This design comes from an exercise in tuning for small area and a short achievable clock period on the open sky130 flow, not from production work.
RTL that was checked went through simulation tests only; none was proved equivalent to the original.
No functional check of the RTL was part of run 5.
No activity file was given, so power comes from the tool's default toggle rates.

$ cat flow/constraint.sdc
create_clock -name core_clock -period 4.0 [get_ports {sclk}]
set_input_delay 0.8000 -clock core_clock [delete_from_list [all_inputs] [get_ports {sclk}]]
set_output_delay 0.8000 -clock core_clock [all_outputs]
set_load 0.01 [all_outputs]
$ cat flow/design.v
`timescale 1ns/100ps
module spiSdCard (
   input  logic sclk,
   input  logic rstn,
   input  logic ncs,
   input  logic mosi,
   output logic miso
);
   localparam int N = 256;
   localparam logic [3:0] sHunt    = 4'd0,
                          sDir     = 4'd1,
                          sFrame   = 4'd2,
                          sStart   = 4'd3,     
                          sResp    = 4'd4,     
                          sData    = 4'd5,
                          sCrc     = 4'd6,
                          sTokHunt = 4'd7,
                          sWrData  = 4'd8,
                          sWrCrc   = 4'd9,
                          sStartW  = 4'd10,    
                          sDrBusy  = 4'd11;    
   logic [3:0]             state;
   logic [10:0]            cnt;         
   logic [5:0]             idx;
   logic [7:0]             adr;         
   logic                   a8;          
   logic                   fA;          
   logic                   fB;          
   logic                   appCmd;
   logic                   wasApp;      
   logic                   initDone;
   logic [7:0]             lenm1;       
   logic                   misoReg;
   logic [6:0]             shReg;
   logic                   act;
   logic [2:0]             bitc;
   logic [7:0]             byteIx;
   logic [2:0]             sIx;
   assign act    = !ncs;
   assign bitc   = cnt[2:0];
   assign byteIx = cnt[10:3];
   assign sIx    = cnt[5:3];
   assign miso   = misoReg | ncs;
   logic       hi;           
   logic       badLen;
   logic       outOfRange;
   logic       vhsOk;
   logic [8:0] endSum;
   logic [7:0] argLo;
   assign argLo      = adr;
   assign hi         = fA | fB;
   assign endSum     = {1'b0, argLo} + {1'b0, lenm1};
   assign vhsOk      = !fB && a8;
   always_ff @(posedge sclk) begin
      badLen     <= hi | (a8 == (argLo != '0));
      outOfRange <= hi | a8 | endSum[8];
   end
   logic [7:0] r1Live;
   logic       ill, pe, ae;
   logic       kR7, kR3, kRd, wrOk;
   always_comb begin
      ill = 1'b0;
      pe  = 1'b0;
      ae  = 1'b0;
      if (wasApp)
         ill = (idx != 6'd41);
      else
         case (idx)
            6'd0, 6'd8, 6'd55, 6'd58: ;
            6'd16, 6'd17, 6'd24: begin
               if (!initDone)            ill = 1'b1;
               else if (idx == 6'd16)    pe  = badLen;
               else                      ae  = outOfRange;
            end
            default: ill = 1'b1;
         endcase
   end
   logic       rLong;        
   logic       lastQ;        
   always_ff @(posedge sclk) begin
      r1Live <= {1'b0, pe, ae, 2'b00, ill, 1'b0, !initDone};
      kR7    <= !wasApp && idx == 6'd8;
      kR3    <= !wasApp && idx == 6'd58;
      rLong  <= !wasApp && (idx == 6'd8 || idx == 6'd58);
      kRd    <= !wasApp && idx == 6'd17 && initDone && !outOfRange;
      wrOk   <= !wasApp && idx == 6'd24 && initDone && !outOfRange;
      lastQ  <= byteIx == lenm1;
   end
   logic [3:0]     ph;
   logic           h;           
   logic [2:0]     k;           
   logic           hn;          
   logic [2:0]     kn;
   logic           h2;          
   logic [2:0]     k2;
   logic [16*N/2-1:0] ring;
   logic [7:0]     g  [0:3];
   logic [7:0]     gd [0:3];
   logic [5:0]     r  [0:3];    
   logic [3:0]     wOn;         
   logic [5:0]     rs  [0:1];   
   logic           rInc;        
   logic [1:0]     sB  [0:1];   
   logic [3:0]     mid [0:1];
   logic [1:0]     tq;
   logic [1:0]     wq;          
   logic [1:0]     wS;          
   logic           wrLoad;
   logic           rdNext;
   logic [7:0]     wrByte;
   assign h  = ~ph[3];
   assign k  = ~ph[2:0];
   assign {hn, kn} = ~(ph + 4'd1);
   assign {h2, k2} = ~(ph - 4'd2);
   always_ff @(posedge sclk)
      ph <= ph + 4'd1;
   for (genvar c = 0; c < 2; c++) begin : gCls
      always_ff @(posedge sclk) begin
         rs[c] <= hn ? r[2*c+1] : r[2*c];
         wS[c] <= hn ? wOn[2*c+1] : wOn[2*c];
      end
      logic [3:0]  hiS;
      logic [15:0] loS;
      always_comb
         for (int i = 0; i < 16; i++) begin
            loS[i] = rs[c][3:0] == 4'(i);
            if (i < 4)
               hiS[i] = wS[c] && rs[c][5:4] == 2'(i);
         end
      for (genvar qq = 0; qq < N/4; qq++) begin : gRow
         localparam int Q = 2*qq + c;
         logic s;
         assign s = hiS[qq/16] & loS[qq%16];
         always_ff @(posedge sclk)
            ring[16*Q +: 16] <= {ring[16*Q +: 15], (s & wq[c]) | (!s & ring[16*Q + 15])};
      end
      for (genvar gg = 0; gg < 4; gg++) begin : gMid
         always_ff @(posedge sclk)
            mid[c][gg] <= ring[16*(2*{gg[1:0], rs[c][3:0]} + c) + 15];
      end
      always_ff @(posedge sclk) begin
         sB[c] <= rs[c][5:4];
         tq[c] <= mid[c][sB[c]];
         wq[c] <= hn ? g[2*c+1][kn] : g[2*c][kn];
      end
   end
   assign wrByte = {shReg, mosi};
   assign wrLoad = rstn && act && state == sWrData && bitc == 3'd7;
   assign rdNext = rstn && act && state == sData && bitc == 3'd0;
   always_ff @(posedge sclk)
      rInc <= state == sStart;
   for (genvar j = 0; j < 4; j++) begin : gBuf
      always_comb begin
         gd[j] = g[j];
         if (!wOn[j] && h2 == j[0])
            gd[j][k2] = tq[j/2];
         if (wrLoad && adr[1:0] == 2'(j))
            gd[j] = wrByte;
      end
      always_ff @(posedge sclk) begin
         g[j]    <= gd[j];
         if (wrLoad && adr[1:0] == 2'(j))
            wOn[j] <= 1'b1;
         else if (act && state == sDir)
            wOn[j] <= 1'b0;
         if (state == sStart)
            r[j] <= adr[7:2];
         else if ((rInc && 2'(j) < adr[1:0]) || ((rdNext || (wrLoad && wOn[j])) && adr[1:0] == 2'(j)))
            r[j] <= r[j] + 6'd1;
      end
   end
   logic [7:0] curByte;
   always_comb begin
      curByte = 8'hFF;
      case (state)
         sResp:
            case (sIx)
               3'd1: curByte = r1Live;
               3'd2: curByte = kR3 ? 8'h80 : kR7 ? 8'h00 : 8'hFF;
               3'd3: curByte = kR3 ? 8'hFF : kR7 ? 8'h00 : 8'hFE;
               3'd4: curByte = kR3 ? 8'h80 : kR7 ? {7'b0, vhsOk} : 8'hFF;
               3'd5: curByte = kR3 ? 8'h00 : kR7 ? argLo : 8'hFF;
               default: ;
            endcase
         sData:   curByte = g[adr[1:0]];
         sCrc:    if (sIx[1] == 1'b0) curByte = 8'hAA;
         sDrBusy: if (sIx == 3'd0) curByte = 8'h05;
                  else if (sIx != 3'd5) curByte = 8'h00;
         default: ;
      endcase
   end
   logic decode;
   logic txOn;
   assign txOn   = state == sResp || state == sData || state == sCrc || state == sDrBusy;
   assign decode = act && state == sFrame && cnt[5:0] == 6'd46;
   always_ff @(posedge sclk) begin
      misoReg <= !rstn || !txOn || ((bitc == 3'd0) ? curByte[7] : shReg[6]);
      if (act)
         shReg <= (bitc == 3'd0 && state != sWrData) ? curByte[6:0] : {shReg[5:0], mosi};
   end
   always_ff @(posedge sclk) begin
      if (act)
         cnt <= cnt + 11'd1;
      if (act && state == sFrame) begin
         if (cnt < 11'd6)
            idx <= {idx[4:0], mosi};
         if (cnt < 11'd38)
            {a8, adr} <= {adr, mosi};
         if (cnt >= 11'd6 && cnt < 11'd26)
            fA <= fA | mosi;
         if (cnt >= 11'd26 && cnt < 11'd29)
            fB <= fB | mosi;
      end
      if (rdNext || wrLoad)
         adr[1:0] <= adr[1:0] + 2'd1;
      if (!rstn) begin
         state    <= sHunt;
         appCmd   <= 1'b0;
         initDone <= 1'b0;
         lenm1    <= 8'd255;
      end else begin
         case (state)
            sHunt:   if (act && !mosi) state <= sDir;
            sDir:    if (act && mosi) begin
                        state <= sFrame;
                        cnt   <= '0;
                        fA    <= 1'b0;
                        fB    <= 1'b0;
                     end
            sFrame:  if (decode) begin
                        state  <= sStart;
                        appCmd <= !appCmd && idx == 6'd55;
                        wasApp <= appCmd;
                        if (appCmd && idx == 6'd41)
                           initDone <= 1'b1;
                        if (!appCmd && idx == 6'd0)
                           initDone <= 1'b0;
                        if (!appCmd && idx == 6'd16 && initDone && !badLen)
                           lenm1 <= argLo - 8'd1;
                     end
            sStart:  begin
                        state <= sResp;
                        cnt   <= '0;
                     end
            sResp:   if (act) begin
                        if (kRd) begin
                           if (sIx == 3'd3 && bitc == 3'd7) begin
                              state <= sData;
                              cnt   <= '0;
                           end
                        end else if (bitc == 3'd0 && sIx == (rLong ? 3'd6 : 3'd2))
                           state <= wrOk ? sTokHunt : sHunt;
                     end
            sData:   if (act && bitc == 3'd7 && lastQ) begin
                        state <= sCrc;
                        cnt   <= '0;
                     end
            sCrc:    if (act && bitc == 3'd0 && sIx == 3'd2)
                        state <= sHunt;
            sTokHunt: if (act && !mosi) begin
                        state <= sWrData;
                        cnt   <= '0;
                     end
            sWrData: if (act && bitc == 3'd7 && lastQ) begin
                        state <= sWrCrc;
                        cnt   <= '0;
                     end
            sWrCrc:  if (act && cnt[3:0] == 4'd15)
                        state <= sStartW;
            sStartW: begin
                        state <= sDrBusy;
                        cnt   <= '0;
                     end
            sDrBusy: if (act && bitc == 3'd0 && sIx == 3'd5)
                        state <= sHunt;
            default: state <= sHunt;
         endcase
      end
   end
endmodule
$ cat flow/config.mk
export PLATFORM = sky130hd
export DESIGN_NAME = spiSdCard
export DESIGN_NICKNAME = spiSdCard
export VERILOG_FILES = /design/flow/design.v
export SDC_FILE = /design/flow/constraint.sdc
export NUM_CORES = 4
export LEC_CHECK = 0
export CAP_MARGIN = 20
export CORE_MARGIN = 2
export CORE_UTILIZATION = 65
export CTS_BUF_LIST = sky130_fd_sc_hd__clkbuf_4 sky130_fd_sc_hd__clkbuf_8
export CTS_CLUSTER_DIAMETER = 60
export CTS_CLUSTER_SIZE = 16
export SETUP_SLACK_MARGIN = 1.8
export SLEW_MARGIN = 20
$ cat flow/run.sh
#!/bin/bash
# synth_recipe.tcl (not shown) runs the flow's synth.tcl, then flattens the netlist and writes it again
# the make line also repeats each setting of config.mk as NAME=value (left out here)
make -C /OpenROAD-flow-scripts/flow DESIGN_CONFIG=/design/flow/config.mk WORK_HOME=/design/flow/orfs CLKGATE_MAP_FILE= SYNTH_SCRIPT=/design/flow/synth_recipe.tcl finish
==> Implementation_results.wiki, run 1 <==
{| class="wikitable"
! Metric !! Value
|-
| Worst hold path stage count || 0
|-
| Number of buffers inserted for hold repair after clock tree synthesis || 0
|-
| Vert. Die Dim || 288 um
|-
| Largest stage delay on the critical path || 310 ps
|-
| Number of distinct standard cells referenced by the synthesized netlist || 74
|-
| Starting density of the core || 65.4%
|-
| Share of the yosys chip area belonging to registers || 85.5%
|-
| Overall routing resource usage || 19.5%
|-
| Clock tree skew after final layout || 50.4 ps
|-
| Reg2reg end || ring[1424]
|-
| Setup slack of the most critical reg-to-reg path || 1880 ps
|-
| Clock latency on the worst-skew pair || 840 ps
|-
| Unrepaired setup endpoints after global routing || yes
|-
| Largest cells by area after synthesis || dfxtp_1, edfxtp_1, mux2_2
|-
| Crit share post-route || 56.8%
|-
| Global route total overflow || 0
|-
| Critical-path maximum fanout || 1
|-
| Number of ports placed on the die boundary || 5
|-
| Area fraction of the dominant cell type after synthesis || 81.0%
|-
| Asr flop ratio synth || 0%
|-
| Clock transition time at the flip-flop clock pins of the worst setup and hold paths || 100 ps
|-
| Hold_sp || ring[1342]
|-
| Flip-flop cell with the highest count after synthesis || dfxtp_1
|-
| Post-synthesis average cell area || 15.9 um^2
|-
| Die W || 288 um
|-
| FF+latch count, synth || 2206
|-
| HPWL reported at the end of detailed placement || 50600 um
|-
| PortBufs || 4
|-
| Area of the die || 83100 um^2
|-
| Origin of the critical flop-to-flop path || wS[1]
|-
| Hold violation total from the final report || 0
|-
| Detailed Route Iter0 Violations || 1109
|-
| Category of the worst setup path capture point || output port
|-
| Status || no timing/DRC/antenna violations
|-
| WP buf/inv || 1
|-
| Core outline area || 80300 um^2
|-
| Critical Path, Cell by Cell || or2_4 -> buf_6
|-
| Total cell area at the placement stage || 53800 um^2
|-
| Number of antenna violations at the first check in global routing || 1
|-
| Leakage power summed over all cells || 22.1 nW
|-
| Cell count of the worst reg-to-reg path || 4
|-
| Routed wire per std cell || 17.5 um
|-
| Weighted congestion at the end of routability-driven global placement || 0.827
|-
| Worst min path class || flop to flop
|-
| Clock H-tree levels || 4
|-
| Total detailed-routing wirelength || 79200 um
|-
| Netlist area before placement || 52500 um^2
|-
| First-pass GRT wire length || 125000 um
|-
| Dominant delay contributor by cell family on the critical path || flip-flops
|-
| # rows || 104
|-
| WP data arrival || 1470 ps
|-
| Post-route cell area || 56800 um^2
|-
| Category of the most critical setup path || flop to output port
|-
| Worst VDD drop || 0.523 mV
|-
| Area growth from synthesis to layout || 8.01%
|-
| Setup violation total in the final timing report || 0
|-
| # Max-Cap Violations || 0
|-
| Number of buffers inserted during clock tree synthesis || 160
|-
| Number of sinks handled by clock tree synthesis || 2206
|-
| Maximum number of pins on one net before global-route repair || 65
|-
| Number of instances in the synthesized netlist || 3295
|-
| Time the final worst path needs with I/O delays and setup || 2270 ps
|-
| EDFF count, synth || 79
|-
| Hold worst-path end || ring[1343]
|-
| Post-Synthesis Net Count || 3326
|-
| Vias in the first global route || 23.1k
|-
| CTS tree || done
|-
| Master cell of the clock root buffer || clkbuf_8
|-
| Tightest Pin Transition || 1120 ps
|-
| Standard cell with the maximum stage delay on the critical path || dfxtp_1
|-
| Router iterations before antenna repair || 5
|-
| Power per Cell Area || 584 nW/um^2
|-
| Max-Slew Margin vs Limit || 25.3%
|-
| Summed negative setup slack over all endpoints || 0 ps
|-
| CP startpoint kind || flop
|-
| Remaining DRCs || 0
|-
| Longest Clk Path Bufs || 3
|-
| Via count normalized by instance count || 4.98
|-
| Max-slew violation count || 0
|-
| Fraction of layout cells with a size suffix above 1 || 14.4%
|-
| Crit path required time || 3200 ps
|-
| Dominant cell type by area after synthesis || dfxtp_1
|-
| Total number of nets in the final design || 3449
|-
| Via count || 22.5k
|-
| Post-DRT Antenna Nets || 0
|-
| Synthesis warning total || 7
|-
| Maximum clock frequency || 0.440 GHz
|}
[where the power goes]
group	leakage [nW]	internal (mW)	switching [mW]
logic	2.88	0.220	0.315
clock network	1.34	3.92	6.35
registers	17.9	22.1	0.196
total	22.1	26.3	6.86
[cell usage after synthesis (all sizes together), types with 8 or more instances]
cell type,count
nand2,184
ha,27
nand2b,17
or2,15
a222oi,8
edfxtp,79
dfxtp,2127
inv,24
buf,23
mux4,42
nor2b,14
nand3,23
xor2,20
nor4,11
mux2,144
xnor2,27
a21oi,101
a31oi,11
o211ai,8
nor2,141
mux2i,26
nand4,14
clkbuf,52
o21ai,44
nor3,26
[final cells by class]
cell class | count | area, um^2
antenna | 8 | 20.0
tap | 1060 | 1330
timing repair buffer | 35 | 305
clock buffer | 172 | 2320
sequential | 2206 | 45000
inverter | 26 | 97.6
clock inverter | 21 | 260
fill | 5135 | 23500
multi-input combinational | 989 | 7440
[layer usage]
metal,wire [um],vias to the layer above,track usage [%]
li1,-,11000,-
met4,2020,0,7.06
met5,0,-,0
met2,35500,457,29.9
met3,3060,134,3.78
met1,38600,10900,27.9
[worst register-to-register path, cell delays in order (launching register included)]
cell and delay (ps):
dfxtp_1 560, nand2_1 110, nor2_1 860, nand2_1 140, mux2_2 350
[kinds of logic after synthesis]
family                   Yosys count  synth area share, %
flip-flops                      2206                 85.5
buffers and inverters            101                0.781
XOR/XNOR                          47                0.783
AO/OA/AOI/OAI                    214                 2.47
adder cells (fa/ha/maj)           27                0.643
AND/OR/NAND/NOR                  488                 4.40
multiplexers                     212                 5.38
[state kept, by name (all words and copies together) (netlist names), 2 cells and up]
| register | count |
|---|---|
| wOn | 4 |
| cnt | 11 |
| mid | 8 |
| rs | 12 |
| state | 4 |
| ring | 2048 |
| shReg | 7 |
| tq | 2 |
| r1Live | 4 |
| r | 24 |
| wS | 2 |
| g | 32 |
| adr | 8 |
| sB | 4 |
| idx | 6 |
| ph | 4 |
| lenm1 | 8 |
| wq | 2 |
[cells in the final DEF (no fill, tap or decap), types with 21 or more instances in the layout]
master / Yosys / final
a21oi_1: 101 / 101
buf_4: 1 / 27
clkbuf_8: 0 / 165
dfxtp_1: 2127 / 2112
edfxtp_1: 79 / 79
ha_1: 27 / 21
inv_1: 24 / 24
mux2_2: 144 / 144
mux2i_1: 26 / 26
mux4_2: 42 / 42
nand2_1: 180 / 180
nand3_1: 23 / 23
nor2_1: 139 / 135
o21ai_0: 44 / 38
xnor2_1: 27 / 26
[stage by stage]
stage | hold WS, ps | total power, mW | util [%] | setup slack (ps) | instances
after global placement | 310 | 23.3 | 67.0 | 680 | 4305
after detailed placement | 312 | 23.4 | 67.0 | 662 | 4305
after floorplan | 310 | 23.2 | - | 1810 | 3295
final | 298 | 33.1 | 70.7 | 1730 | 4517
after CTS | 290 | 33.5 | 70.5 | 1590 | 4508
after global routing | 300 | 34.4 | 70.7 | 1640 | 4514
[worst max path at each step]
stage / startpoint / endpoint / slack [ps] / cells after the start
5_1_grt: misoReg / miso / 1640 / 2
6_report: misoReg / miso / 1730 / 2
4_1_cts: misoReg / miso / 1590 / 2
3_5_place_dp: ncs / g[3][1] / 660 / 5
2_1_floorplan: ph[0] / g[0][4] / 1810 / 7
3_3_place_gp: ncs / g[3][5] / 680 / 5
[timing repair]
item,in CTS,in global routing
gates resized for setup,47,32
buffers inserted,9,1
endpoints found under the setup margin,211,94
pin swaps,4,2
gates cloned,1,0
==> run 2, diff against run 1 <==
--- a/flow/design.v
+++ b/flow/design.v
@@ -96,10 +96,9 @@
    logic [16*N/2-1:0] ring;
    logic [7:0]     g  [0:3];
    logic [7:0]     gd [0:3];
-   logic [5:0]     r  [0:3];    
+   logic [5:0]     adrInc;      
    logic [3:0]     wOn;         
    logic [5:0]     rs  [0:1];   
-   logic           rInc;        
    logic [1:0]     sB  [0:1];   
    logic [3:0]     mid [0:1];
    logic [1:0]     tq;
@@ -116,7 +115,7 @@
       ph <= ph + 4'd1;
    for (genvar c = 0; c < 2; c++) begin : gCls
       always_ff @(posedge sclk) begin
-         rs[c] <= hn ? r[2*c+1] : r[2*c];
+         rs[c] <= (2'({c[0], hn}) < adr[1:0]) ? adrInc : adr[7:2];
          wS[c] <= hn ? wOn[2*c+1] : wOn[2*c];
       end
       logic [3:0]  hiS;
@@ -147,8 +146,7 @@
    assign wrByte = {shReg, mosi};
    assign wrLoad = rstn && act && state == sWrData && bitc == 3'd7;
    assign rdNext = rstn && act && state == sData && bitc == 3'd0;
-   always_ff @(posedge sclk)
-      rInc <= state == sStart;
+   assign adrInc = adr[7:2] + 6'd1;
    for (genvar j = 0; j < 4; j++) begin : gBuf
       always_comb begin
          gd[j] = g[j];
@@ -163,10 +161,6 @@
             wOn[j] <= 1'b1;
          else if (act && state == sDir)
             wOn[j] <= 1'b0;
-         if (state == sStart)
-            r[j] <= adr[7:2];
-         else if ((rInc && 2'(j) < adr[1:0]) || ((rdNext || (wrLoad && wOn[j])) && adr[1:0] == 2'(j)))
-            r[j] <= r[j] + 6'd1;
       end
    end
    logic [7:0] curByte;
@@ -212,7 +206,9 @@
             fB <= fB | mosi;
       end
       if (rdNext || wrLoad)
-         adr[1:0] <= adr[1:0] + 2'd1;
+         adr <= adr + 8'd1;
+      if (state == sResp && act && !kRd && bitc == 3'd0 && sIx == 3'd2 && wrOk)
+         adr[7:2] <= adr[7:2] - 6'd1;
       if (!rstn) begin
          state    <= sHunt;
          appCmd   <= 1'b0;
--- a/flow/config.mk
+++ b/flow/config.mk
@@ -11,5 +11,5 @@
 export CTS_BUF_LIST = sky130_fd_sc_hd__clkbuf_4 sky130_fd_sc_hd__clkbuf_8
 export CTS_CLUSTER_DIAMETER = 60
 export CTS_CLUSTER_SIZE = 16
-export SETUP_SLACK_MARGIN = 1.8
+export SETUP_SLACK_MARGIN = 1.95
 export SLEW_MARGIN = 20
==> run 2 against run 1 <==
  * Sequential share of layout area fell by 1.3 points
  * Utilization rose by 1.3 points
  * First-iteration DRC count fell by 6.0%
  * Flip-flop and latch count fell by 25
  * Still clean on timing, DRC and antenna
  * Power fell by 1.3%
  * Register-to-register slack improved by 20 ps
  * Non-clock buffer count rose by 74
  * Die area fell by 1.7%
  * Worst setup slack improved by 15 ps
  * Final area barely moved
==> Implementation_results.wiki, run 2 <==
{| class="wikitable"
! Metric !! Value
|-
| Number of sinks handled by clock tree synthesis || 2181
|-
| Share of the yosys chip area belonging to registers || 85.6%
|-
| Most used cells in the layout excluding fill and tap cells || dfxtp_1, nand2_1, clkbuf_8
|-
| Number of instances in the synthesized netlist || 3238
|-
| Filler cell count || 4901
|-
| Vert. Die Dim || 286 um
|-
| Unrepaired setup endpoints after global routing || yes
|-
| First-pass GRT wire length || 126000 um
|-
| Crit path required time || 3200 ps
|-
| Netlist area before placement || 51600 um^2
|-
| Worst VDD drop || 0.445 mV
|-
| Setup violation total in the final timing report || 0
|-
| Total detailed-routing wirelength || 80100 um
|-
| HPWL reported at the end of detailed placement || 49700 um
|-
| Clock H-tree levels || 4
|-
| Registers with the highest flip-flop counts || ring (2048), g (32), rs (12)
|-
| Clock transition time at the flip-flop clock pins of the worst setup and hold paths || 90 ps
|-
| PortBufs || 4
|-
| Setup slack of the most critical reg-to-reg path || 1900 ps
|-
| Remaining DRCs || 0
|-
| Longest Clk Path Bufs || 3
|-
| Dominant cell type by area after synthesis || dfxtp_1
|-
| Clk pwr share || 30.5%
|-
| Number of buffers inserted during clock tree synthesis || 157
|-
| Switching portion of total power || 20.6%
|-
| Setup WS pre-CTS || 646 ps
|-
| Time the final worst path needs with I/O delays and setup || 2260 ps
|-
| Hold worst-path end || ring[795]
|-
| Largest register FFs || 2048
|-
| # rows || 103
|-
| Via count normalized by instance count || 4.92
|-
| Total number of nets in the final design || 3457
|-
| Part of the power in combinational logic || 2.2%
|-
| Overall routing resource usage || 19.8%
|-
| Asr flop ratio synth || 0%
|-
| Most common cell after layout, fill and taps aside || dfxtp_1
|-
| Die W || 286 um
|-
| Register bank with the most flops || ring
|-
| Area share of xor/xnor cells in the synthesized design || 0.695%
|-
| Clock latency on the worst-skew pair || 810 ps
|-
| # Max-Cap Violations || 0
|-
| Combinational family with the most area after synthesis || multiplexers
|-
| Cell count of the worst reg-to-reg path || 8
|-
| Post-Synthesis Net Count || 3266
|-
| Reg2reg end || state[1]
|-
| Hold_sp || ring[794]
|-
| Router iterations before antenna repair || 5
|-
| Core outline area || 78900 um^2
|-
| EDFF count, synth || 55
|-
| Routed wire per std cell || 17.8 um
|-
| Number of ports placed on the die boundary || 5
|-
| Max-Slew Margin vs Limit || 38.1%
|-
| Starting density of the core || 65.5%
|-
| Master cell of the clock root buffer || clkbuf_8
|-
| Fraction of the mapped netlist area in simple logic gates || 4.45%
|-
| Maximum clock frequency || 0.443 GHz
|-
| Category of the most critical setup path || flop to output port
|-
| Number of antenna violations at the first check in global routing || 3
|-
| Number of distinct standard cells referenced by the synthesized netlist || 79
|-
| Summed negative setup slack over all endpoints || 0 ps
|-
| Synthesis warning total || 6
|-
| Hold violation total from the final report || 0
|-
| Top cell types by occurrence after synthesis || dfxtp_1, nand2_1, nor2_1
|-
| CTS tree || done
|-
| Global route total overflow || 0
|-
| FF+latch count, synth || 2181
|-
| Worst min path class || flop to flop
|-
| Via count || 22.2k
|-
| Cell Int Power || 26.0 mW
|-
| Flip-flop cell with the highest count after synthesis || dfxtp_1
|-
| Setup slack of the critical path after layout || 1740 ps
|-
| Cell count after placement || 4226
|-
| Part of the power in registers || 67.2%
|-
| CP startpoint kind || flop
|-
| Area growth from synthesis to layout || 9.95%
|-
| Post-DRT Antenna Nets || 0
|-
| Status || no timing/DRC/antenna violations
|-
| Max-slew violation count || 0
|-
| Weighted congestion at the end of routability-driven global placement || 0.850
|-
| Area of the die || 81700 um^2
|-
| Fraction of layout cells with a size suffix above 1 || 18.1%
|-
| Post-synthesis average cell area || 15.9 um^2
|-
| Largest cells by area after synthesis || dfxtp_1, edfxtp_1, mux2_2
|-
| Net switching power of the design || 6.75 mW
|-
| Detailed Route Iter0 Violations || 1042
|-
| Most repeated cell in the gate-level netlist after synthesis || dfxtp_1
|-
| Tightest Pin Transition || 920 ps
|-
| Category of the worst setup path capture point || output port
|-
| Count of non-filler cells in the finished layout || 4504
|-
| Core utilization of the finished layout || 72.0%
|-
| Origin of the critical flop-to-flop path || cnt[1]
|-
| Leakage power summed over all cells || 22.3 nW
|-
| Power per Cell Area || 576 nW/um^2
|-
| Crit share post-route || 56.4%
|-
| Complex-gate fraction of the synthesized area || 2.38%
|-
| Adder-cell share of the synthesized area || 0.581%
|-
| Worst hold path stage count || 0
|-
| Maximum number of pins on one net before global-route repair || 65
|-
| Area fraction of the dominant cell type after synthesis || 82.4%
|-
| WP data arrival || 1460 ps
|-
| Critical-path maximum fanout || 1
|-
| Vias in the first global route || 22.6k
|-
| Worst setup path start || misoReg
|-
| Clock tree skew after final layout || 32.8 ps
|-
| Multiplexer fraction of the synthesized cell area || 5.46%
|}
==> run 2: cell count changes in the layout (fill, tap and decap cells not counted), sizes merged, moves of 9 or more <==
cell,change
edfxtp,-24
clkbuf,-9
a21oi,-9
mux2,-15
o21ai,-12
buf,+73
nand3,-10
==> run 2: repair_timing <==
action                                 4_1_cts  5_1_grt
buffers inserted                            39       52
pin swaps                                   13       38
setup endpoints to repair                  249      151
endpoints found under the hold margin        0        0
hold buffers                                 0        0
gates cloned                                 1        2
gates resized for setup                     82       98
==> run 2: worst max-delay path: stages, from the launching register on <==
cell,delay [ps]
dfxtp_2,330
or2_4,220
buf_6,120
==> run 2: worst max path at each step <==
stage,to,slack [ps]
final,miso,1740
after global routing,miso,1680
after CTS,miso,1640
after detailed placement,lenm1[3],650
after global placement,state[3],680
after floorplan,lenm1[5],1620
==> run 2: final cells by class <==
cell class	instances	area (um^2)	share of cell area, %
Sequential cell	2181	44300	78.0
Multi-Input combinational cell	957	7700	13.6
Clock buffer	162	2220	3.90
Tap cell	1050	1310	2.31
Timing Repair Buffer	109	922	1.62
Clock inverter	20	244	0.430
Inverter	23	108	0.190
Antenna cell	2	5.00	0.00881
==> run 2: logic make-up (layout without fill, tap and decap cells) <==
group | count (synthesis) | count (layout)
compound gates | 193 | 193
xor+xnor | 41 | 41
fa+ha+maj | 24 | 24
buf+inv | 102 | 314
flops | 2181 | 2181
mux | 208 | 208
other cells | 0 | 2
simple gates | 489 | 491
==> run 2: power by group through the flow <==
stage	clock, mW	combinational [mW]	sequential [mW]
after detailed placement	0	0.457	22.5
after CTS	10.3	0.597	22.0
after global routing	11.1	0.788	22.0
after floorplan	0	0.422	22.4
after global placement	0	0.450	22.5
final	9.99	0.727	22.0
==> run 2: through the flow <==
stage / area, um^2 / hold WS (ps) / power (mW)
6_report: 56800 / 303 / 32.7
5_1_grt: 56800 / 306 / 33.9
4_1_cts: 56000 / 295 / 32.9
3_5_place_dp: 52900 / 312 / 23.0
3_3_place_gp: 52900 / 310 / 23.0
2_1_floorplan: 51900 / 310 / 22.8
==> run 2: per-layer routing <==
metal  global-route usage, %  routed length, um  part of all wire (%)
met3                    3.39               3130                   3.9
met1                    28.0              38100                    48
met2                    31.4              36800                    46
met4                    6.91               2070                   2.6
met5                       0                 13                 0.016
==> run 3, diff against run 2 <==
--- a/flow/config.mk
+++ b/flow/config.mk
@@ -11,5 +11,5 @@
 export CTS_BUF_LIST = sky130_fd_sc_hd__clkbuf_4 sky130_fd_sc_hd__clkbuf_8
 export CTS_CLUSTER_DIAMETER = 60
 export CTS_CLUSTER_SIZE = 16
-export SETUP_SLACK_MARGIN = 1.95
+export SETUP_SLACK_MARGIN = 1.8
 export SLEW_MARGIN = 20
==> run 3 against run 2 <==
  * Highest routed layer is now met4
  * Sequential power about the same
  * Flip-flop and latch count unchanged
  * Final area decreased by 1.4%
  * Utilization decreased by 1.0 points
  * Worst setup slack got worse by 18 ps
  * Worst hold slack got worse by 3.0 ps
  * Area after synthesis unchanged
  * Non-clock buffer count decreased by 51
  * Global-route usage about the same
  * Count of clock-buffer cells in the layout decreased by 3
  * Clock power about the same
  * Cell count decreased by 1.1%
==> Implementation_results.wiki, run 3 <==
{| class="wikitable"
! Metric !! Value
|-
| Dominant delay contributor by cell family on the critical path || flip-flops
|-
| Largest stage delay on the critical path || 320 ps
|-
| Router iterations before antenna repair || 7
|-
| Longest Clk Path Bufs || 3
|-
| Category of the most critical setup path || flop to output port
|-
| Overall routing resource usage || 19.8%
|-
| Reg2reg end || shReg[2]
|-
| Status || no timing/DRC/antenna violations
|-
| HPWL reported at the end of detailed placement || 49700 um
|-
| Clock transition time at the flip-flop clock pins of the worst setup and hold paths || 90 ps
|-
| Maximum clock frequency || 0.440 GHz
|-
| Post-Synthesis Net Count || 3266
|-
| Critical-path maximum fanout || 1
|-
| Netlist area before placement || 51600 um^2
|-
| Crit path required time || 3200 ps
|-
| Summed negative setup slack over all endpoints || 0 ps
|-
| EDFF count, synth || 55
|-
| Largest register FFs || 2048
|-
| Largest cells by area after synthesis || dfxtp_1, edfxtp_1, mux2_2
|-
| Post-DRT Antenna Nets || 0
|-
| Most repeated cell in the gate-level netlist after synthesis || dfxtp_1
|-
| CP startpoint kind || flop
|-
| Asr flop ratio synth || 0%
|-
| # rows || 103
|-
| Via count normalized by instance count || 4.91
|-
| Total chip power || 32.7 mW
|-
| FF+latch count, synth || 2181
|-
| Number of buffers inserted for hold repair after clock tree synthesis || 0
|-
| Vert. Die Dim || 286 um
|-
| Registers with the highest flip-flop counts || ring (2048), g (32), rs (12)
|-
| Most common cell after layout, fill and taps aside || dfxtp_1
|-
| Crit share post-route || 56.9%
|-
| Met2 WL || 35500 um
|-
| Hold_sp || ring[349]
|-
| Number of instances in the synthesized netlist || 3238
|-
| Routed wire per std cell || 17.8 um
|-
| Number of distinct standard cells referenced by the synthesized netlist || 79
|-
| Category of the worst setup path capture point || output port
|-
| Number of buffers inserted during clock tree synthesis || 158
|-
| Time the final worst path needs with I/O delays and setup || 2270 ps
|-
| Clock latency on the worst-skew pair || 840 ps
|-
| Core outline area || 78900 um^2
|-
| WP buf/inv || 1
|-
| Worst min path class || flop to flop
|-
| Setup violation total in the final timing report || 0
|-
| Number of sinks handled by clock tree synthesis || 2181
|-
| Worst hold path stage count || 0
|-
| Leakage power summed over all cells || 21.9 nW
|-
| Area growth from synthesis to layout || 8.42%
|-
| Post-synthesis average cell area || 15.9 um^2
|-
| Origin of the critical flop-to-flop path || adr[0]
|-
| Hold WS || 300 ps
|-
| Total detailed-routing wirelength || 79300 um
|-
| Area fraction of the dominant cell type after synthesis || 82.4%
|-
| First-pass GRT wire length || 125000 um
|-
| Master cell of the clock root buffer || clkbuf_8
|-
| Max-Slew Margin vs Limit || 41.6%
|-
| Fraction of layout cells with a size suffix above 1 || 15.1%
|-
| Vias in the first global route || 22.6k
|-
| Hold violation total from the final report || 0
|-
| Dominant cell type by area after synthesis || dfxtp_1
|-
| Register bank with the most flops || ring
|-
| Total number of nets in the final design || 3406
|-
| Cell count after placement || 4233
|-
| Via count || 21.9k
|-
| Tightest Pin Transition || 868 ps
|-
| Setup slack of the most critical reg-to-reg path || 1800 ps
|-
| Clock H-tree levels || 4
|-
| Critical Path, Cell by Cell || or2_4 -> buf_6
|-
| Top cell types by occurrence after synthesis || dfxtp_1, nand2_1, nor2_1
|-
| Uppermost layer routed || met4
|-
| Power per Cell Area || 584 nW/um^2
|-
| Weighted congestion at the end of routability-driven global placement || 0.828
|-
| Hold worst-path end || ring[350]
|-
| Area of the die || 81700 um^2
|-
| Share of the yosys chip area belonging to registers || 85.6%
|-
| Detailed Route Iter0 Violations || 1078
|-
| Standard cell with the maximum stage delay on the critical path || dfxtp_2
|-
| Flip-flop cell with the highest count after synthesis || dfxtp_1
|-
| Filler cell count || 4923
|-
| Max-slew violation count || 0
|-
| CTS tree || done
|-
| Maximum number of pins on one net before global-route repair || 65
|-
| Unrepaired setup endpoints after global routing || yes
|-
| WP data arrival || 1470 ps
|-
| Worst setup path start || misoReg
|-
| # Max-Cap Violations || 0
|-
| Global route total overflow || 0
|-
| PortBufs || 4
|-
| Synthesis warning total || 6
|-
| Cell count of the worst reg-to-reg path || 7
|-
| Remaining DRCs || 0
|-
| Worst VDD drop || 0.487 mV
|-
| Number of antenna violations at the first check in global routing || 1
|-
| Most used cells in the layout excluding fill and tap cells || dfxtp_1, nand2_1, clkbuf_8
|-
| Number of ports placed on the die boundary || 5
|-
| Starting density of the core || 65.5%
|-
| Wire length the detailed router placed on met1 || 38500 um
|-
| Clock tree skew after final layout || 45.1 ps
|-
| Count of non-filler cells in the finished layout || 4453
|-
| Routed length on met3 || 3090 um
|-
| Die W || 286 um
|}
-- run 3: cell count changes in the layout (fill, tap and decap cells not counted), sizes merged --
cell	before	now
buf	106	55
clkinv	4	7
inv	33	38
clkinvlp	5	1
and4	4	3
clkbuf	163	160
-- run 3: power breakdown --
| part | internal (mW) | total, mW | switching (mW) | leakage [nW] |
|---|---|---|---|---|
| logic | 0.250 | 0.561 | 0.311 | 2.95 |
| clock network | 3.78 | 10.1 | 6.31 | 1.29 |
| registers | 21.8 | 22.0 | 0.181 | 17.7 |
| total | 25.9 | 32.7 | 6.80 | 21.9 |
-- run 3: cell type report --
class / instances / area [um^2] / area share, %
clock buffers: 159 / 2180 / 3.90
multi-input cells: 956 / 7350 / 13.1
flip-flops and latches: 2181 / 44300 / 79.0
well taps: 1050 / 1310 / 2.35
inverters: 23 / 97.6 / 0.174
repair buffers: 58 / 478 / 0.854
clock inverters: 24 / 307 / 0.547
diodes: 2 / 5.00 / 0.00894
-- run 3: cell families (layout without fill, tap and decap cells) --
| group | Yosys count | in the layout | synth area share (%) |
|---|---|---|---|
| other cells | 0 | 2 | 0 |
| flops | 2181 | 2181 | 85.6 |
| simple gates | 489 | 490 | 4.45 |
| xor+xnor | 41 | 41 | 0.695 |
| compound gates | 193 | 193 | 2.38 |
| mux | 208 | 208 | 5.46 |
| buf+inv | 102 | 264 | 0.821 |
| fa+ha+maj | 24 | 24 | 0.581 |
-- run 3: per-layer routing --
metal | up-vias | track usage, %
li1 | 10800 | -
met1 | 10500 | 28.3
met2 | 416 | 30.5
met3 | 147 | 3.69
met4 | 0 | 7.28
met5 | - | 0
-- run 3: worst max path at each step --
stage,endpoint,depth (start not counted)
finish,miso,2
global route,miso,2
CTS,miso,2
detailed placement,lenm1[1],7
global placement,lenm1[0],7
floorplan,lenm1[5],8
-- run 3: what timing repair did --
| action | in CTS | in global routing |
|---|---|---|
| pin swaps | 9 | 11 |
| endpoints found under the setup margin | 170 | 111 |
| buffers inserted | 17 | 16 |
| resized for setup | 47 | 38 |
| gates cloned | 0 | 1 |
-- run 3: metrics by stage --
step	cell area (um^2)	util, %	worst slack (ps)
finish	56000	71.0	1730
global route	56000	71.0	1670
CTS	55700	70.6	1590
detailed placement	52900	67.1	683
global placement	52900	67.1	736
floorplan	51800	-	1620
==> run 4, diff against run 3 <==
--- a/flow/config.mk
+++ b/flow/config.mk
@@ -8,8 +8,8 @@
 export CAP_MARGIN = 20
 export CORE_MARGIN = 2
 export CORE_UTILIZATION = 65
-export CTS_BUF_LIST = sky130_fd_sc_hd__clkbuf_4 sky130_fd_sc_hd__clkbuf_8
-export CTS_CLUSTER_DIAMETER = 60
-export CTS_CLUSTER_SIZE = 16
+export CTS_BUF_LIST = sky130_fd_sc_hd__clkbuf_16
+export CTS_CLUSTER_DIAMETER = 80
+export CTS_CLUSTER_SIZE = 30
 export SETUP_SLACK_MARGIN = 1.8
 export SLEW_MARGIN = 20
==> run 4 against run 3 <==
  * Cell count fell by 1.9%
  * Highest routed layer unchanged
  * Sequential power barely moved
  * Utilization fell by 0.097 points
  * Worst setup slack improved by 56 ps
  * Routed wire length rose by 4.4%
  * Register-to-register slack got worse by 20 ps
  * Clock power barely moved
  * Critical endpoint is now shReg[2]
  * Critical path type is now flop to flop
==> Implementation_results.wiki, run 4 <==
{| class="wikitable"
! Metric !! Value
|-
| Setup violation total in the final timing report || 0
|-
| Routed wire per std cell || 18.9 um
|-
| Part of the power in combinational logic || 1.6%
|-
| Maximum number of pins on one net before global-route repair || 65
|-
| Crit share post-route || 55.5%
|-
| Starting density of the core || 65.5%
|-
| Remaining DRCs || 0
|-
| Area growth from synthesis to layout || 8.27%
|-
| Total number of nets in the final design || 3336
|-
| Largest register FFs || 2048
|-
| Register bank with the most flops || ring
|-
| Largest cells by area after synthesis || dfxtp_1, edfxtp_1, mux2_2
|-
| Crit path required time || 4400 ps
|-
| Setup WS pre-CTS || 683 ps
|-
| Post-Synthesis Net Count || 3266
|-
| Filler cell count || 4921
|-
| # Max-Cap Violations || 0
|-
| Number of buffers inserted for hold repair after clock tree synthesis || 0
|-
| Area of the die || 81700 um^2
|-
| Registers with the highest flip-flop counts || ring (2048), g (32), rs (12)
|-
| Cell count after placement || 4233
|-
| Largest stage delay on the critical path || 450 ps
|-
| Die W || 286 um
|-
| Worst VDD drop || 0.486 mV
|-
| Number of instances in the synthesized netlist || 3238
|-
| Summed negative setup slack over all endpoints || 0 ps
|-
| Dominant cell type by area after synthesis || dfxtp_1
|-
| Worst min path class || flop to flop
|-
| Post-DRT Antenna Nets || 0
|-
| Number of antenna violations at the first check in global routing || 1
|-
| WP buf/inv || 2
|-
| Share of the yosys chip area belonging to registers || 85.6%
|-
| Category of the most critical setup path || flop to flop
|-
| Unrepaired setup endpoints after global routing || yes
|-
| Number of buffers inserted during clock tree synthesis || 86
|-
| Category of the worst setup path capture point || flop
|-
| Asr flop ratio synth || 0%
|-
| ANT cells || 0
|-
| Flip-flop cell with the highest count after synthesis || dfxtp_1
|-
| Most common cell after layout, fill and taps aside || dfxtp_1
|-
| Leakage power summed over all cells || 21.8 nW
|-
| First-pass GRT wire length || 129000 um
|-
| Overall routing resource usage || 20.5%
|-
| CP Depth || 7
|-
| Post-synthesis average cell area || 15.9 um^2
|-
| Most used cells in the layout excluding fill and tap cells || dfxtp_1, nand2_1, nor2_1
|-
| Number of sinks handled by clock tree synthesis || 2181
|-
| Worst setup path start || adr[0]
|-
| Hold violation total from the final report || 0
|-
| # rows || 103
|-
| Worst hold path stage count || 0
|-
| Sequential cell area in the final layout || 44300 um^2
|-
| Critical Path, Cell by Cell || buf_6 -> ha_4 -> buf_2 -> a222oi_1 -> o21ai_0 -> a221oi_1 -> nor2_1
|-
| Setup slack of the critical path after layout || 1780 ps
|-
| Tightest Pin Transition || 882 ps
|-
| Vert. Die Dim || 286 um
|-
| Clk pwr share || 31.3%
|-
| Critical-path maximum fanout || 6
|-
| Origin of the critical flop-to-flop path || adr[0]
|-
| Total detailed-routing wirelength || 82800 um
|-
| Weighted congestion at the end of routability-driven global placement || 0.828
|-
| Clock latency on the worst-skew pair || 670 ps
|-
| Clock H-tree levels || 3
|-
| Longest Clk Path Bufs || 3
|-
| Fraction of layout cells with a size suffix above 1 || 13.3%
|-
| Maximum clock frequency || 0.451 GHz
|-
| Status || no timing/DRC/antenna violations
|-
| PortBufs || 4
|-
| Area fraction of the dominant cell type after synthesis || 82.4%
|-
| CTS tree || done
|-
| Standard cell with the maximum stage delay on the critical path || edfxtp_1
|-
| Global route total overflow || 0
|-
| Hold_sp || ring[510]
|-
| Max-Slew Margin vs Limit || 40.8%
|-
| HPWL reported at the end of detailed placement || 49700 um
|-
| Switching portion of total power || 20.5%
|-
| Count of non-filler cells in the finished layout || 4370
|-
| Net switching power of the design || 6.72 mW
|-
| WP data arrival || 2620 ps
|-
| Number of ports placed on the die boundary || 5
|-
| Clock tree skew after final layout || 29.9 ps
|-
| CP startpoint kind || flop
|-
| Synthesis warning total || 6
|-
| Via count || 21.6k
|-
| Detailed Route Iter0 Violations || 1086
|-
| Dominant delay contributor by cell family on the critical path || compound AO/OA/AOI/OAI gates
|-
| Power per Cell Area || 587 nW/um^2
|-
| Clock transition time at the flip-flop clock pins of the worst setup and hold paths || 100 ps
|-
| Time the final worst path needs with I/O delays and setup || 2220 ps
|-
| Via count normalized by instance count || 4.95
|-
| Router iterations before antenna repair || 5
|-
| Vias in the first global route || 22.4k
|-
| Master cell of the clock root buffer || clkbuf_16
|-
| Top cell types by occurrence after synthesis || dfxtp_1, nand2_1, nor2_1
|-
| Netlist area before placement || 51600 um^2
|-
| Part of the power in registers || 67.1%
|-
| Most repeated cell in the gate-level netlist after synthesis || dfxtp_1
|-
| Max-slew violation count || 0
|-
| Cell Int Power || 26.1 mW
|-
| FF+latch count, synth || 2181
|-
| Multi-input combinational cell area || 7340 um^2
|-
| Cell count of the worst reg-to-reg path || 7
|-
| EDFF count, synth || 55
|-
| Number of distinct standard cells referenced by the synthesized netlist || 79
|-
| Core outline area || 78900 um^2
|}
## run 4: cell counts after synthesis
No cell type changed its count.
## run 4: area by class of cell
cell class / count / share of cell area (%)
multi-input combinational: 956 / 13.1
tap: 1050 / 2.35
timing repair buffer: 60 / 0.877
sequential: 2181 / 79.2
clock buffer: 86 / 3.85
clock inverter: 14 / 0.463
inverter: 23 / 0.175
## run 4: cell families (layout without fill, tap and decap cells)
family / count (synthesis) / in the layout / share of synthesized area, %
DFF: 2181 / 2181 / 85.6
xor gates and xnor gates: 41 / 41 / 0.695
adders and majority gates: 24 / 24 / 0.581
AOI/OAI and AO/OA: 193 / 193 / 2.38
and+or+nand+nor: 489 / 490 / 4.45
muxes: 208 / 208 / 5.46
buffers and inverters: 102 / 183 / 0.821
## run 4: through the flow
step	utilization [%]	power, mW	hold WS [ps]	area (um^2)
6_report	70.9	32.8	314	55900
5_1_grt	70.9	33.9	317	55900
4_1_cts	70.5	33.1	312	55600
3_5_place_dp	67.1	23.0	312	52900
3_3_place_gp	67.1	23.0	309	52900
2_1_floorplan	-	22.8	310	51800
## run 4: layer usage
layer	global-route usage (%)	share of wire, %	routed length [um]	up-vias
li1	-	-	-	10700
met5	0	0	0	-
met1	29.2	48	39700	10500
met2	33.5	47	38900	320
met3	2.90	3.3	2720	101
met4	5.07	1.8	1460	0
## run 4: what timing repair did
action / 4_1_cts / 5_1_grt
pin swaps: 9 / 12
buffers inserted: 16 / 19
gates resized for setup: 42 / 49
gates cloned: 0 / 1
endpoints found under the setup margin: 168 / 119
## run 4: final timing paths
path / end / slack [ps]
max: shReg[2] / 1780
min: ring[511] / 310
max reg2reg: shReg[2] / 1780
min reg2reg: ring[511] / 310
## run 4: power by group through the flow
stage	Clock (mW)	Sequential, mW	Combinational (mW)
after detailed placement	0	22.5	0.464
after global placement	0	22.5	0.461
final	10.3	22.0	0.542
after CTS	10.5	22.0	0.493
after floorplan	0	22.4	0.420
after global routing	11.3	22.1	0.604
==> run 5, diff against run 4 <==
--- a/flow/design.v
+++ b/flow/design.v
@@ -30,7 +30,7 @@
    logic                   wasApp;      
    logic                   initDone;
    logic [7:0]             lenm1;       
-   logic                   misoReg;
+   logic                   misoN;       
    logic [6:0]             shReg;
    logic                   act;
    logic [2:0]             bitc;
@@ -40,7 +40,7 @@
    assign bitc   = cnt[2:0];
    assign byteIx = cnt[10:3];
    assign sIx    = cnt[5:3];
-   assign miso   = misoReg | ncs;
+   assign miso   = !misoN | ncs;
    logic       hi;           
    logic       badLen;
    logic       outOfRange;
@@ -188,7 +188,7 @@
    assign txOn   = state == sResp || state == sData || state == sCrc || state == sDrBusy;
    assign decode = act && state == sFrame && cnt[5:0] == 6'd46;
    always_ff @(posedge sclk) begin
-      misoReg <= !rstn || !txOn || ((bitc == 3'd0) ? curByte[7] : shReg[6]);
+      misoN <= rstn && txOn && !((bitc == 3'd0) ? curByte[7] : shReg[6]);
       if (act)
          shReg <= (bitc == 3'd0 && state != sWrData) ? curByte[6:0] : {shReg[5:0], mosi};
    end
--- a/flow/config.mk
+++ b/flow/config.mk
@@ -8,8 +8,8 @@
 export CAP_MARGIN = 20
 export CORE_MARGIN = 2
 export CORE_UTILIZATION = 65
-export CTS_BUF_LIST = sky130_fd_sc_hd__clkbuf_16
-export CTS_CLUSTER_DIAMETER = 80
-export CTS_CLUSTER_SIZE = 30
+export CTS_BUF_LIST = sky130_fd_sc_hd__clkbuf_4 sky130_fd_sc_hd__clkbuf_8
+export CTS_CLUSTER_DIAMETER = 60
+export CTS_CLUSTER_SIZE = 16
 export SETUP_SLACK_MARGIN = 1.8
 export SLEW_MARGIN = 20
==> run 5 against run 4 <==
  * Clock power is essentially flat
  * Routed wire length shrank 5.8%
  * Clock skew grew 5.7 ps
  * Sequential share of layout area grew 0.095 points
  * Critical path depth shrank 5
  * Global-route usage shrank 1.0 points
  * Largest cell class unchanged
  * Highest routed layer unchanged
==> Implementation_results.wiki, run 5 <==
{| class="wikitable"
! Metric !! Value
|-
| Status || no timing/DRC/antenna violations
|-
| Largest register FFs || 2048
|-
| Number of distinct standard cells referenced by the synthesized netlist || 83
|-
| Fraction of layout cells with a size suffix above 1 || 14.4%
|-
| Max-Slew Margin vs Limit || 34.4%
|-
| Via count || 22.1k
|-
| Clock latency on the worst-skew pair || 830 ps
|-
| Overall routing resource usage || 19.4%
|-
| Met3 routing resource usage after global routing || 3.84%
|-
| Routed wire per std cell || 17.5 um
|-
| Number of antenna violations at the first check in global routing || 1
|-
| Via count normalized by instance count || 4.97
|-
| Clock transition time at the flip-flop clock pins of the worst setup and hold paths || 90 ps
|-
| Post-synthesis average cell area || 15.9 um^2
|-
| Filler cell count || 5101
|-
| Synthesis warning total || 6
|-
| Number of buffers inserted during clock tree synthesis || 157
|-
| FF+latch count, synth || 2181
|-
| # Max-Cap Violations || 0
|-
| Time the final worst path needs with I/O delays and setup || 2190 ps
|-
| Global route total overflow || 0
|-
| Die W || 286 um
|-
| Total detailed-routing wirelength || 78000 um
|-
| Category of the most critical setup path || flop to output port
|-
| CTS tree || done
|-
| Multi-input combinational cell area || 7410 um^2
|-
| Setup WS pre-CTS || 686 ps
|-
| Standard cell with the maximum stage delay on the critical path || dfxtp_2
|-
| Cell count after placement || 4250
|-
| CP startpoint kind || flop
|-
| First-pass GRT wire length || 123000 um
|-
| Most common cell after layout, fill and taps aside || dfxtp_1
|-
| Maximum number of pins on one net before global-route repair || 65
|-
| Most heavily used metal layer in global routing || met2
|-
| Area of the die || 81900 um^2
|-
| Top cell types by occurrence after synthesis || dfxtp_1, nand2_1, nor2_1
|-
| Sequential cell area in the final layout || 44300 um^2
|-
| Vias in the first global route || 22.7k
|-
| WP data arrival || 1390 ps
|-
| Tightest Pin Transition || 981 ps
|-
| Category of the worst setup path capture point || output port
|-
| Post-Synthesis Net Count || 3294
|-
| Area growth from synthesis to layout || 7.84%
|-
| Total chip power || 33.2 mW
|-
| Summed negative setup slack over all endpoints || 0 ps
|-
| Post-DRT Antenna Nets || 0
|-
| Worst VDD drop || 0.499 mV
|-
| Count of non-filler cells in the finished layout || 4454
|-
| Router iterations before antenna repair || 9
|-
| Unrepaired setup endpoints after global routing || yes
|-
| Hold violation total from the final report || 0
|-
| Core utilization of the finished layout || 70.8%
|-
| Maximum clock frequency || 0.457 GHz
|-
| Number of ports placed on the die boundary || 5
|-
| Clock H-tree levels || 4
|-
| Crit share post-route || 54.8%
|-
| Largest cells by area after synthesis || dfxtp_1, edfxtp_1, mux2_2
|-
| Worst min path class || flop to flop
|-
| Detailed Route Iter0 Violations || 1407
|-
| Most repeated cell in the gate-level netlist after synthesis || dfxtp_1
|-
| Critical Path, Cell by Cell || nand2_2 -> buf_6
|-
| Total number of nets in the final design || 3404
|-
| Flip-flop cell with the highest count after synthesis || dfxtp_1
|-
| Crit path required time || 3200 ps
|-
| Netlist area before placement || 51800 um^2
|-
| Max-slew violation count || 0
|-
| Share of the yosys chip area belonging to registers || 85.4%
|-
| Leakage power summed over all cells || 21.8 nW
|-
| Master cell of the clock root buffer || clkbuf_8
|-
| Core outline area || 78900 um^2
|-
| Number of instances in the synthesized netlist || 3266
|-
| Critical-path maximum fanout || 1
|-
| Weighted congestion at the end of routability-driven global placement || 0.868
|-
| Longest Clk Path Bufs || 3
|-
| Asr flop ratio synth || 0%
|-
| HPWL reported at the end of detailed placement || 49800 um
|-
| Power per Cell Area || 594 nW/um^2
|-
| Vert. Die Dim || 286 um
|-
| PortBufs || 4
|-
| Met2 Resource Use GR || 30.4%
|-
| # rows || 103
|-
| Number of sinks handled by clock tree synthesis || 2181
|-
| Grt met1 use || 27.1%
|-
| Setup slack of the critical path after layout || 1810 ps
|-
| Remaining DRCs || 0
|-
| Most used cells in the layout excluding fill and tap cells || dfxtp_1, nand2_1, clkbuf_8
|-
| Registers with the highest flip-flop counts || ring (2048), g (32), rs (12)
|-
| EDFF count, synth || 55
|-
| Starting density of the core || 65.7%
|-
| Dominant cell type by area after synthesis || dfxtp_1
|-
| Largest stage delay on the critical path || 380 ps
|-
| Register bank with the most flops || ring
|-
| Setup violation total in the final timing report || 0
|-
| Clock tree skew after final layout || 35.6 ps
|-
| Area fraction of the dominant cell type after synthesis || 82.2%
|-
| Number of buffers inserted for hold repair after clock tree synthesis || 0
|}
-- run 5: metrics by stage --
step	hold slack, ps	instance area, um^2
after floorplan	310	51800
after global placement	310	52900
after detailed placement	312	53000
after CTS	303	55600
after global routing	302	55800
final	303	55800
-- run 5: kinds of logic after synthesis --
family                   count (synthesis)  synth area share (%)
AO/OA/AOI/OAI                          209                  2.57
adder cells (fa/ha/maj)                 24                 0.580
buffers and inverters                  111                 0.850
flip-flops                            2181                  85.4
XOR/XNOR                                43                 0.727
AND/OR/NAND/NOR                        499                  4.72
multiplexers                           199                  5.18
-- run 5: area by class of cell --
class,count,area share (%)
inverters,26,0.190
diodes,2,0.00896
multi-input cells,974,13.3
clock inverters,23,0.450
flip-flops and latches,2181,79.3
repair buffers,36,0.540
clock buffers,162,3.94
well taps,1050,2.35
-- run 5: power by group --
group	switching (mW)	internal (mW)
logic	0.589	0.415
clock network	6.18	3.77
registers	0.318	21.9
-- run 5: worst paths after layout --
check	start	to	slack, ps	depth (start not counted)
worst min-delay path	ring[137]	ring[138]	300	0
worst max-delay path	misoN	miso	1810	2
worst max register to register	cnt[7]	adr[4]	1840	4
worst min register to register	ring[137]	ring[138]	300	0
-- run 5: repair_timing --
item                                    4_1_cts  5_1_grt
pin swaps                                     6       11
endpoints found under the setup margin      148      116
buffers inserted                             10        7
resized for setup                            51       49
-- run 5: critical path: cells and delay by family, from the launching register on --
kind | cells | cell delay (ps)
AND/OR/NAND/NOR | 1 | 70
flip-flops | 1 | 380
buffers and inverters | 1 | 120
-- run 5: metal layers --
metal	wire (um)	vias to the layer above	part of all wire, %
li1	-	10900	-
met1	37200	10600	48
met2	35400	511	45
met3	3370	158	4.3
met4	2120	0	2.7
met5	0	-	0
==> run 6, diff against run 5 <==
--- a/flow/design.v
+++ b/flow/design.v
@@ -91,16 +91,14 @@
    logic [2:0]     k;           
    logic           hn;          
    logic [2:0]     kn;
-   logic           h2;          
-   logic [2:0]     k2;
+   logic           h1;          
+   logic [2:0]     k1;
    logic [16*N/2-1:0] ring;
    logic [7:0]     g  [0:3];
    logic [7:0]     gd [0:3];
    logic [5:0]     adrInc;      
    logic [3:0]     wOn;         
    logic [5:0]     rs  [0:1];   
-   logic [1:0]     sB  [0:1];   
-   logic [3:0]     mid [0:1];
    logic [1:0]     tq;
    logic [1:0]     wq;          
    logic [1:0]     wS;          
@@ -110,7 +108,7 @@
    assign h  = ~ph[3];
    assign k  = ~ph[2:0];
    assign {hn, kn} = ~(ph + 4'd1);
-   assign {h2, k2} = ~(ph - 4'd2);
+   assign {h1, k1} = ~(ph - 4'd1);
    always_ff @(posedge sclk)
       ph <= ph + 4'd1;
    for (genvar c = 0; c < 2; c++) begin : gCls
@@ -133,13 +131,8 @@
          always_ff @(posedge sclk)
             ring[16*Q +: 16] <= {ring[16*Q +: 15], (s & wq[c]) | (!s & ring[16*Q + 15])};
       end
-      for (genvar gg = 0; gg < 4; gg++) begin : gMid
-         always_ff @(posedge sclk)
-            mid[c][gg] <= ring[16*(2*{gg[1:0], rs[c][3:0]} + c) + 15];
-      end
       always_ff @(posedge sclk) begin
-         sB[c] <= rs[c][5:4];
-         tq[c] <= mid[c][sB[c]];
+         tq[c] <= ring[16*(2*rs[c] + c) + 15];
          wq[c] <= hn ? g[2*c+1][kn] : g[2*c][kn];
       end
    end
@@ -150,8 +143,8 @@
    for (genvar j = 0; j < 4; j++) begin : gBuf
       always_comb begin
          gd[j] = g[j];
-         if (!wOn[j] && h2 == j[0])
-            gd[j][k2] = tq[j/2];
+         if (!wOn[j] && h1 == j[0])
+            gd[j][k1] = tq[j/2];
          if (wrLoad && adr[1:0] == 2'(j))
             gd[j] = wrByte;
       end
==> run 6 against run 5 <==
  * Still clean on timing, DRC and antenna
  * Synthesized cell count decreased by 0.46%
  * Worst hold slack better by 3.1 ps
  * Clock skew is 9.1 ps higher
  * Area after synthesis decreased by 0.82%
  * Count of clock-buffer cells in the layout grew 1
  * Worst setup slack better by 29 ps
  * Register-to-register slack is essentially flat
  * Flip-flop and latch count fell by 12
  * Non-clock buffer count is 30 higher
  * Fmax grew 1.3%
==> Implementation_results.wiki, run 6 <==
{| class="wikitable"
! Metric !! Value
|-
| Status || no timing/DRC/antenna violations
|-
| Longest Clk Path Bufs || 3
|-
| Fraction of layout cells with a size suffix above 1 || 14.4%
|-
| Register bank with the most flops || ring
|-
| Via count normalized by instance count || 4.94
|-
| Clock H-tree levels || 4
|-
| Power per Cell Area || 592 nW/um^2
|-
| Post-route cell area || 55800 um^2
|-
| Largest cells by area after synthesis || dfxtp_1, edfxtp_1, mux2_2
|-
| Number of buffers inserted during clock tree synthesis || 156
|-
| Number of instances in the synthesized netlist || 3251
|-
| Area growth from synthesis to layout || 8.63%
|-
| # Max-Cap Violations || 0
|-
| # rows || 103
|-
| Share of the yosys chip area belonging to registers || 85.6%
|-
| Max-slew violation count || 0
|-
| Setup slack of the most critical reg-to-reg path || 1840 ps
|-
| Most heavily used metal layer in global routing || met2
|-
| Leakage power summed over all cells || 21.8 nW
|-
| Clock latency on the worst-skew pair || 840 ps
|-
| Asr flop ratio synth || 0%
|-
| Flip-flop cell with the highest count after synthesis || dfxtp_1
|-
| Post-synthesis average cell area || 15.8 um^2
|-
| Hold worst-path end || ring[1918]
|-
| Area fraction of the dominant cell type after synthesis || 82.4%
|-
| Crit share post-route || 54.0%
|-
| CTS tree || done
|-
| Worst hold path stage count || 0
|-
| Number of distinct standard cells referenced by the synthesized netlist || 77
|-
| Number of sinks handled by clock tree synthesis || 2169
|-
| Router iterations before antenna repair || 5
|-
| Category of the most critical setup path || flop to flop
|-
| Detailed Route Iter0 Violations || 1280
|-
| Met3 routing resource usage after global routing || 3.94%
|-
| Post-DRT Antenna Nets || 0
|-
| Master cell of the clock root buffer || clkbuf_8
|-
| Hold violation total from the final report || 0
|-
| Core utilization of the finished layout || 71.0%
|-
| Clock transition time at the flip-flop clock pins of the worst setup and hold paths || 90 ps
|-
| Post-Synthesis Net Count || 3280
|-
| FF+latch count, synth || 2169
|-
| Origin of the critical flop-to-flop path || rs[1][0]
|-
| Total number of nets in the final design || 3421
|-
| Overall routing resource usage || 20.1%
|-
| Remaining DRCs || 0
|-
| PortBufs || 4
|-
| Filler cell count || 4960
|-
| Total detailed-routing wirelength || 80100 um
|-
| Weighted congestion at the end of routability-driven global placement || 0.836
|-
| First-pass GRT wire length || 126000 um
|-
| Crit path required time || 4720 ps
|-
| Worst VDD drop || 0.463 mV
|-
| Area of the die || 81300 um^2
|-
| Largest register FFs || 2048
|-
| Starting density of the core || 65.3%
|-
| Number of ports placed on the die boundary || 5
|-
| Routed wire per std cell || 17.9 um
|-
| Setup violation total in the final timing report || 0
|-
| Summed negative setup slack over all endpoints || 0 ps
|-
| EDFF count, synth || 55
|-
| Category of the worst setup path capture point || flop
|-
| Global route total overflow || 0
|-
| CP startpoint kind || flop
|-
| Time the final worst path needs with I/O delays and setup || 2160 ps
|-
| Total cell area at the placement stage || 52600 um^2
|-
| Vert. Die Dim || 285 um
|-
| Most used cells in the layout excluding fill and tap cells || dfxtp_1, nand2_1, clkbuf_8
|-
| Most repeated cell in the gate-level netlist after synthesis || dfxtp_1
|-
| Grt met1 use || 28.5%
|-
| Vias in the first global route || 22.7k
|-
| Die W || 285 um
|-
| Dominant cell type by area after synthesis || dfxtp_1
|-
| Core outline area || 78600 um^2
|-
| Unrepaired setup endpoints after global routing || yes
|-
| WP data arrival || 2880 ps
|-
| Tightest Pin Transition || 996 ps
|-
| Clock tree skew after final layout || 44.7 ps
|-
| Synthesis warning total || 4
|-
| Most common cell after layout, fill and taps aside || dfxtp_1
|-
| Worst setup path start || rs[1][0]
|-
| Maximum clock frequency || 0.463 GHz
|-
| HPWL reported at the end of detailed placement || 50900 um
|-
| Top cell types by occurrence after synthesis || dfxtp_1, nand2_1, nor2_1
|-
| Via count || 22.1k
|-
| Max-Slew Margin vs Limit || 33.4%
|-
| Cell count of the worst reg-to-reg path || 5
|-
| Netlist area before placement || 51400 um^2
|-
| Hold_sp || ring[1917]
|-
| Maximum number of pins on one net before global-route repair || 65
|-
| Critical-path maximum fanout || 14
|-
| Met2 Resource Use GR || 31.1%
|-
| Reg2reg end || ring[1552]
|-
| Registers with the highest flip-flop counts || ring (2048), g (32), rs (12)
|-
| Worst min path class || flop to flop
|-
| Number of antenna violations at the first check in global routing || 4
|}
run 6: logic make-up (layout without fill, tap and decap cells):
family,after synthesis,count (layout),share of synthesized area [%]
AO/OA/AOI/OAI,223,223,2.77
flip-flops,2169,2169,85.6
adder cells (fa/ha/maj),25,25,0.609
AND/OR/NAND/NOR,485,485,4.44
buffers and inverters,110,277,0.870
XOR/XNOR,42,42,0.716
other,0,2,0
multiplexers,197,197,4.99
run 6: area by class of cell:
type                    count  area (um^2)  share of cell area (%)
diodes                      2         5.00                 0.00897
clock buffers             163         2210                    3.95
clock inverters            21          259                   0.464
inverters                  27          111                   0.200
multi-input cells         972         7260                    13.0
flip-flops and latches   2169        44000                    78.9
well taps                1050         1310                    2.35
repair buffers             66          609                    1.09
run 6: how the worst max path moves through the flow:
stage / cells past startpoint / to / slack [ps]
after floorplan: 6 / lenm1[0] / 1710
after global placement: 6 / lenm1[0] / 670
after detailed placement: 6 / lenm1[4] / 610
after CTS: 2 / miso / 1590
after global routing: 2 / miso / 1760
final: 5 / ring[1552] / 1840
run 6: critical path, stage by stage (launching register included):
cell and delay [ps]:
dfxtp_4 400, buf_4 150, buf_8 150, nor4_1 760
nand2_1 200, mux2_2 370
run 6: repair_timing:
item,4_1_cts,5_1_grt
pin swaps,6,5
setup endpoints to repair,180,92
resized for setup,54,34
setup buffers,17,32
hold buffers,0,0
gates cloned,1,0
run 6: per-stage QoR:
stage	setup slack (ps)	hold WS [ps]	std cells	power, mW
6_report	1840	306	4470	33.0
5_1_grt	1760	313	4470	34.3
4_1_cts	1590	300	4436	33.2
3_5_place_dp	605	312	4234	23.3
3_3_place_gp	667	309	4234	23.3
2_1_floorplan	1710	310	3251	23.0
run 6: per-layer routing:
layer / up-vias / share of wire, %
li1: 10900 / -
met4: 0 / 2.5
met2: 479 / 45
met3: 138 / 4.6
met1: 10600 / 48
met5: - / 0
run 6: power breakdown:
part,switching (mW),leakage (nW),internal (mW)
Sequential,0.234,17.6,21.8
Clock,6.21,1.28,3.74
Combinational,0.586,2.93,0.490
Total,7.03,21.8,26.0

==> re-timing with driven ports <==
The results above use ideal ports. As a check the final layouts listed here were re-extracted and re-timed, cells and wires unchanged.
Step 1 sets driving cells, clkbuf_16 on the clock port and buf_2 on the other inputs (assumed; they add their load-dependent delay and slew).
Step 2 times the ports against the registers' clock, not the clock port: input delays grow and output delays shrink by t, the midpoint of the rising clock arrivals with the driver on.
a / b / c = ideal / step 1 / step 2; a / b = the first two.
| run | shift t [ns] | setup WS [ns] | latest minus earliest clock arrival (ns) | worst data-port slew with drivers (ns) | pins driven straight from the clock port |
|---|---|---|---|---|---|
| run 1 | 0.877 | 1.728 / 1.665 / 1.306 | 0.051 / 0.051 | 0.03 | 1 |
| run 2 | 0.851 | 1.743 / 1.685 / 1.191 | 0.039 / 0.039 | 0.03 | 1 |
| run 3 | 0.879 | 1.725 / 1.665 / 1.280 | 0.049 / 0.049 | 0.03 | 1 |
| run 4 | 0.720 | 1.782 / 1.770 / 1.279 | 0.032 / 0.033 | 0.03 | 1 |
| run 5 | 0.867 | 1.810 / 1.750 / 1.130 | 0.054 / 0.054 | 0.03 | 1 |
| run 6 | 0.879 | 1.838 / 1.778 / 1.186 | 0.047 / 0.047 | 0.03 | 1 |
After both steps every run listed still meets setup and hold. The setup slack of run 5, which loses most, moves by -0.060 ns with the drivers and by -0.680 ns with both steps.
